This design comes from an exercise in tuning for small area, a short achievable clock period and few clock cycles per item on the open sky130 flow, not from production work. In this exercise RTL edits were held to simulation tests only and were not proved equivalent to the original. Power and IR drop assume default switching activity.

==> flow/design.v <==
module smpo_gap #(
  parameter logic [17:0] C = 18'd0
) (
  input  logic [47:0] now_i,
  input  logic [47:0] t_i,
  output logic        lt_o
);
  logic [18:0] u;
  logic        borrow, lt_u;
  logic [29:0] eqb, cond;
  logic        hi_zero;
  assign u      = {1'b0, t_i[17:0]} + {1'b0, C};
  smpo_lt #(.N(18)) u_borrow (.a_i(now_i[17:0]), .b_i(t_i[17:0]), .lt_o(borrow));
  smpo_lt #(.N(18)) u_lt_u (.a_i(now_i[17:0]), .b_i(u[17:0]), .lt_o(lt_u));
  always_comb begin
    eqb = ~(now_i[47:18] ^ t_i[47:18]);
    cond[0] = eqb[0] != borrow;
    for (int i = 1; i < 30; i++) begin
      cond[i] = t_i[17+i] ? (eqb[i] ~^ now_i[17+i]) : eqb[i];
    end
  end
  assign hi_zero = &cond;
  assign lt_o   = hi_zero && (borrow ? (u[18] && lt_u) : (u[18] || lt_u));
endmodule
module smpo_lt #(
  parameter int N = 8,
  parameter int K = 6
) (
  input  logic [N-1:0] a_i,
  input  logic [N-1:0] b_i,
  output logic         lt_o
);
  localparam int M = (N + K - 1) / K;
  logic [M-1:0] cl, cg;
  always_comb begin
    for (int c = 0; c < M; c++) begin
      cl[c] = 1'b0;
      cg[c] = 1'b0;
      for (int i = c * K; i < c * K + K && i < N; i++) begin
        cl[c] = (~a_i[i] & b_i[i]) | (~(a_i[i] & ~b_i[i]) & cl[c]);
        cg[c] = (a_i[i] & ~b_i[i]) | (~(~a_i[i] & b_i[i]) & cg[c]);
      end
    end
    lt_o = 1'b0;
    for (int c = 0; c < M; c++) begin
      lt_o = cl[c] | (~cg[c] & lt_o);
    end
  end
endmodule
module speech_mouth_pixel_overlay (
  input  logic        clk_i,
  input  logic        rst_ni,
  input  logic        in_valid_i,
  output logic        in_stall_o,
  input  logic [94:0] in_item_i,
  output logic        out_valid_o,
  input  logic        out_stall_i,
  output logic [19:0] out_item_o,
  input  logic        cfg_we_i,
  input  logic [2:0]  cfg_idx_i,
  input  logic [15:0] cfg_data_i
);
  localparam logic [1:0] ACT_PIXEL  = 2'd0;
  localparam logic [1:0] ACT_LEVEL  = 2'd1;
  localparam logic [1:0] ACT_ACTIVE = 2'd2;
  localparam logic [1:0] ACT_FRAME  = 2'd3;
  function automatic sum_zero5;
    input [4:0] a;
    input [4:0] b;
    reg [4:0] x;
    reg ok;
    begin
      x = a ^ b;
      ok = !x[0];
      for (int i = 1; i < 5; i++) begin
        ok = ok & (b[i-1] ? x[i] : (x[i] ~^ a[i-1]));
      end
      sum_zero5 = ok;
    end
  endfunction
  function automatic sum_zero6;
    input [5:0] a;
    input [5:0] b;
    reg [5:0] x;
    reg ok;
    begin
      x = a ^ b;
      ok = !x[0];
      for (int i = 1; i < 6; i++) begin
        ok = ok & (b[i-1] ? x[i] : (x[i] ~^ a[i-1]));
      end
      sum_zero6 = ok;
    end
  endfunction
  logic [1:0]  act;
  logic [9:0]  px, py;
  logic [15:0] pin;
  logic [7:0]  level;
  logic        flag;
  logic [47:0] now;
  assign act   = in_item_i[94:93];
  assign px    = in_item_i[92:83];
  assign py    = in_item_i[82:73];
  assign pin   = in_item_i[72:57];
  assign level = in_item_i[56:49];
  assign flag  = in_item_i[48];
  assign now   = in_item_i[47:0];
  logic [9:0]  left_q, top_q, cx_q, cy_q;
  logic [10:0] right_q, bottom_q;
  logic [15:0] black_q, white_q;
  always_ff @(posedge clk_i or negedge rst_ni) begin
    if (!rst_ni) begin
      left_q   <= 10'd0;
      top_q    <= 10'd0;
      right_q  <= 11'd0;
      bottom_q <= 11'd0;
      cx_q     <= 10'd0;
      cy_q     <= 10'd0;
      black_q  <= 16'h0000;
      white_q  <= 16'hFFFF;
    end else if (cfg_we_i) begin
      case (cfg_idx_i)
        3'd0:    left_q   <= cfg_data_i[9:0];
        3'd1:    top_q    <= cfg_data_i[9:0];
        3'd2:    right_q  <= cfg_data_i[10:0];
        3'd3:    bottom_q <= cfg_data_i[10:0];
        3'd4:    cx_q     <= cfg_data_i[9:0];
        3'd5:    cy_q     <= cfg_data_i[9:0];
        3'd6:    black_q  <= cfg_data_i;
        default: white_q  <= cfg_data_i;
      endcase
    end
  end
  logic s1_valid_q, s1_hit_q, s1_erase_q;
  logic [15:0] s1_pix_q;
  logic adv, accept;
  assign adv        = !(s1_valid_q && out_stall_i);
  assign in_stall_o = !adv;
  assign accept     = in_valid_i && adv;
  logic        active_q;
  logic [2:0]  target_q, render_q;
  logic [47:0] voice_q, step_q;
  logic        voice_recent, step_recent;
  logic        level_nz;
  logic [2:0]  req;
  smpo_gap #(.C(18'd200000)) u_voice_gap (.now_i(now), .t_i(voice_q), .lt_o(voice_recent));
  smpo_gap #(.C(18'd40000))  u_step_gap  (.now_i(now), .t_i(step_q),  .lt_o(step_recent));
  assign level_nz = (level != 8'd0);
  assign req      = (level > 8'd4) ? 3'd4 : level[2:0];
  always_ff @(posedge clk_i or negedge rst_ni) begin
    if (!rst_ni) begin
      active_q <= 1'b0;
      target_q <= 3'd0;
      render_q <= 3'd0;
    end else if (accept) begin
      case (act)
        ACT_LEVEL: begin
          if (active_q) begin
            if (level_nz) begin
              target_q <= req;
            end else if (!voice_recent) begin
              target_q <= 3'd0;
            end
          end
        end
        ACT_ACTIVE: begin
          active_q <= flag;
          target_q <= 3'd0;
          render_q <= 3'd0;
        end
        ACT_FRAME: begin
          if (active_q && !step_recent) begin
            if (render_q < target_q) begin
              render_q <= render_q + 3'd1;
            end else if (render_q > target_q) begin
              render_q <= render_q - 3'd1;
            end
          end
        end
        default: begin
        end
      endcase
    end
  end
  always_ff @(posedge clk_i) begin
    if (accept && (act == ACT_ACTIVE || (act == ACT_LEVEL && active_q && level_nz))) begin
      voice_q <= now;
    end
    if (accept && (act == ACT_ACTIVE || (act == ACT_FRAME && active_q && !step_recent))) begin
      step_q <= now;
    end
  end
  logic        compose, in_rect, bright, erase, hit;
  logic        x_lt_left, x_lt_right, y_lt_top, y_lt_bottom;
  logic [4:0]  ws, wc;
  logic        bx, x_eq, x_up, x_dn, dx_small;
  logic        by, y_eq, y_up, dy_small;
  logic [5:0]  dx;
  logic [3:0]  dy;
  logic [19:0] ga;
  logic [13:0] gy;
  logic [4:0]  on_pose;
  assign compose = active_q && (act == ACT_PIXEL);
  smpo_lt #(.N(10), .K(10)) u_x_left   (.a_i(px), .b_i(left_q), .lt_o(x_lt_left));
  smpo_lt #(.N(11), .K(11)) u_x_right  (.a_i({1'b0, px}), .b_i(right_q), .lt_o(x_lt_right));
  smpo_lt #(.N(10), .K(10)) u_y_top    (.a_i(py), .b_i(top_q), .lt_o(y_lt_top));
  smpo_lt #(.N(11), .K(11)) u_y_bottom (.a_i({1'b0, py}), .b_i(bottom_q), .lt_o(y_lt_bottom));
  assign in_rect = !x_lt_left && x_lt_right && !y_lt_top && y_lt_bottom;
  assign ws = pin[15:11] ^ pin[4:0] ^ pin[10:6];
  assign wc = (pin[15:11] & pin[4:0]) | (pin[15:11] & pin[10:6]) | (pin[4:0] & pin[10:6]);
  always_comb begin
    bright = (ws >= 5'd10) || (wc >= 5'd5);
    for (int k = 0; k <= 4; k++) begin
      bright = bright || ((wc == 5'(k)) && (ws >= 5'(10 - 2 * k)));
    end
  end
  assign erase   = compose && in_rect && bright;
  assign bx       = px[4:0] < cx_q[4:0];
  assign x_eq     = (px[9:5] == cx_q[9:5]);
  assign x_up     = sum_zero5(px[9:5], ~cx_q[9:5]) && !(&cx_q[9:5]);    
  assign x_dn     = sum_zero5(~px[9:5], cx_q[9:5]) && !(&px[9:5]);      
  assign dx_small = x_eq || (bx ? x_up : x_dn);
  assign dx       = px[5:0] - cx_q[5:0];
  assign by       = py[3:0] < cy_q[3:0];
  assign y_eq     = (py[9:4] == cy_q[9:4]);
  assign y_up     = sum_zero6(py[9:4], ~cy_q[9:4]) && !(&cy_q[9:4]);    
  assign dy_small = by ? y_up : y_eq;
  assign dy       = py[3:0] - cy_q[3:0];
  always_comb begin
    for (int m = 0; m < 20; m++) begin
      ga[m] = dx[5] ? ({1'b0, dx[4:0]} <= 6'(32 - m)) : ({1'b0, dx[4:0]} >= 6'(m));
    end
    for (int j = 0; j < 14; j++) begin
      gy[j] = ({1'b0, dy} >= 5'(j));
    end
  end
  assign on_pose[0] = (ga[0] & ~ga[8] & gy[2] & ~gy[4])
                     | (ga[8] & ~ga[10] & gy[1] & ~gy[3])
                     | (ga[10] & ~ga[11] & gy[0] & ~gy[2]);
  assign on_pose[1] = (ga[0] & ~ga[7] & gy[3] & ~gy[5])
                     | (ga[7] & ~ga[10] & gy[2] & ~gy[4])
                     | (ga[10] & ~ga[12] & gy[1] & ~gy[3])
                     | (ga[12] & ~ga[13] & gy[0] & ~gy[2]);
  assign on_pose[2] = (ga[0] & ~ga[7] & gy[5] & ~gy[8])
                     | (ga[7] & ~ga[9] & gy[4] & ~gy[7])
                     | (ga[9] & ~ga[11] & gy[3] & ~gy[6])
                     | (ga[11] & ~ga[13] & gy[2] & ~gy[5])
                     | (ga[13] & ~ga[14] & gy[1] & ~gy[4])
                     | (ga[14] & ~ga[15] & gy[0] & ~gy[3]);
  assign on_pose[3] = (ga[0] & ~ga[7] & gy[7] & ~gy[10])
                     | (ga[7] & ~ga[9] & gy[6] & ~gy[9])
                     | (ga[9] & ~ga[11] & gy[5] & ~gy[8])
                     | (ga[11] & ~ga[13] & gy[4] & ~gy[7])
                     | (ga[13] & ~ga[14] & gy[3] & ~gy[6])
                     | (ga[14] & ~ga[15] & gy[2] & ~gy[5])
                     | (ga[15] & ~ga[16] & gy[1] & ~gy[4])
                     | (ga[16] & ~ga[17] & gy[0] & ~gy[3]);
  assign on_pose[4] = (ga[0] & ~ga[6] & gy[9] & ~gy[13])
                     | (ga[6] & ~ga[9] & gy[8] & ~gy[12])
                     | (ga[9] & ~ga[11] & gy[7] & ~gy[11])
                     | (ga[11] & ~ga[12] & gy[6] & ~gy[10])
                     | (ga[12] & ~ga[14] & gy[5] & ~gy[9])
                     | (ga[14] & ~ga[15] & gy[4] & ~gy[8])
                     | (ga[15] & ~ga[16] & gy[3] & ~gy[7])
                     | (ga[16] & ~ga[17] & gy[2] & ~gy[6])
                     | (ga[17] & ~ga[18] & gy[1] & ~gy[5])
                     | (ga[18] & ~ga[19] & gy[0] & ~gy[4]);
  assign hit = compose && dx_small && dy_small && on_pose[(render_q > 3'd4) ? 3'd4 : render_q];
  always_ff @(posedge clk_i or negedge rst_ni) begin
    if (!rst_ni) begin
      s1_valid_q <= 1'b0;
    end else if (adv) begin
      s1_valid_q <= in_valid_i;
    end
  end
  always_ff @(posedge clk_i) begin
    if (adv) begin
      s1_hit_q   <= hit;
      s1_erase_q <= erase;
      s1_pix_q   <= pin;
    end
  end
  assign out_valid_o = s1_valid_q;
  assign out_item_o  = {s1_hit_q ? white_q : (s1_erase_q ? black_q : s1_pix_q), 1'b0, render_q};
endmodule
Settings: LEC_CHECK=0, ABC_AREA=1, CAP_MARGIN=20, CORE_MARGIN=2, CORE_UTILIZATION=40, SETUP_SLACK_MARGIN=2.8, SLEW_MARGIN=20; clock period 6.0 ns.
standard.sh (not shown) runs the stock make flow with config.mk's settings and CLKGATE_MAP_FILE= SYNTH_SCRIPT=/design/flow/synth_recipe.tcl, a recipe that flattens the netlist after the stock synthesis.
==> flow/flow/run.sh <==
#!/bin/bash
# Layout flow: the standard flow, with the port buffers that placement
# inserts made sky130_fd_sc_hd__buf_1 cells instead of the default choice, and
# clock tree synthesis run without dummy loads and with larger sink clusters.
set -euo pipefail
bash standard.sh "BUFFER_PORTS_ARGS=-buffer_cell sky130_fd_sc_hd__buf_1" \
  "CTS_ARGS=-sink_clustering_enable -repair_clock_nets -dont_use_dummy_load -sink_clustering_size 14 -sink_clustering_max_diameter 80 -buf_list {sky130_fd_sc_hd__clkbuf_8}" \
  finish > standard.log 2>&1
The starting point finished with timing, DRC and antenna clean.
Testbench counts at the start, summed over its fixed seeds: cycles 26,745, items 24,000.
Edit:
--- a/flow/design.v
+++ b/flow/design.v
@@ -190,11 +190,11 @@
       step_q <= now;
     end
   end
   logic        compose, in_rect, bright, erase, hit;
   logic        x_lt_left, x_lt_right, y_lt_top, y_lt_bottom;
-  logic [4:0]  ws, wc;
+  logic [6:0]  weight;
   logic        bx, x_eq, x_up, x_dn, dx_small;
   logic        by, y_eq, y_up, dy_small;
   logic [5:0]  dx;
   logic [3:0]  dy;
   logic [19:0] ga;
@@ -204,18 +204,12 @@
   smpo_lt #(.N(10), .K(10)) u_x_left   (.a_i(px), .b_i(left_q), .lt_o(x_lt_left));
   smpo_lt #(.N(11), .K(11)) u_x_right  (.a_i({1'b0, px}), .b_i(right_q), .lt_o(x_lt_right));
   smpo_lt #(.N(10), .K(10)) u_y_top    (.a_i(py), .b_i(top_q), .lt_o(y_lt_top));
   smpo_lt #(.N(11), .K(11)) u_y_bottom (.a_i({1'b0, py}), .b_i(bottom_q), .lt_o(y_lt_bottom));
   assign in_rect = !x_lt_left && x_lt_right && !y_lt_top && y_lt_bottom;
-  assign ws = pin[15:11] ^ pin[4:0] ^ pin[10:6];
-  assign wc = (pin[15:11] & pin[4:0]) | (pin[15:11] & pin[10:6]) | (pin[4:0] & pin[10:6]);
-  always_comb begin
-    bright = (ws >= 5'd10) || (wc >= 5'd5);
-    for (int k = 0; k <= 4; k++) begin
-      bright = bright || ((wc == 5'(k)) && (ws >= 5'(10 - 2 * k)));
-    end
-  end
+  assign weight  = {2'b0, pin[15:11]} + {2'b0, pin[4:0]} + {2'b0, pin[10:6]};
+  assign bright  = (weight >= 7'd10);
   assign erase   = compose && in_rect && bright;
   assign bx       = px[4:0] < cx_q[4:0];
   assign x_eq     = (px[9:5] == cx_q[9:5]);
   assign x_up     = sum_zero5(px[9:5], ~cx_q[9:5]) && !(&cx_q[9:5]);    
   assign x_dn     = sum_zero5(~px[9:5], cx_q[9:5]) && !(&px[9:5]);      
Effect: Routed wire length shrinks by 2.8%; clock-buffer cell count grows by 1; setup slack gets better by 0.0077 ns; area after synthesis shrinks by 0.56%; clock power grows by about 2.8%; design area is about the same; sequential share of layout area shrinks by 0.11 points; non-clock buffer count grows by 3; critical path depth grows by 16; total power grows by about 1.5%; die area shrinks by 0.55%.
Testbench counts after the change, summed over its fixed seeds: cycles 26,745, items 24,000.

==> re-timing with driven ports <==
No port has a modelled driver above. Below, the same layouts with a new extraction and two added sets of constraints.
Step 1 (the two cells are an assumption about what drives the block):
set clk [get_ports {clk_i}]
set_driving_cell -lib_cell sky130_fd_sc_hd__clkbuf_16 $clk
set_driving_cell -lib_cell sky130_fd_sc_hd__buf_2 [delete_from_list [all_inputs] $clk]
Step 2 times the ports against the registers' clock, not the clock port: input delays grow and output delays shrink by t, the midpoint of the rising clock arrivals with the driver on.
Slacks: ideal ports / drivers / drivers and shift; pairs: ideal ports / drivers.
run | t, ns | setup slack, ns | worst data-port slew with drivers (ns)
the first run | 0.561 | 2.846 / 2.822 / 2.347 | 0.08
the second run | 0.569 | 2.853 / 2.830 / 2.262 | 0.09
After both steps setup and hold are still met in every run listed. The setup slack of the second run, which loses most, moves by -0.023 ns with the drivers and by -0.591 ns with both steps.
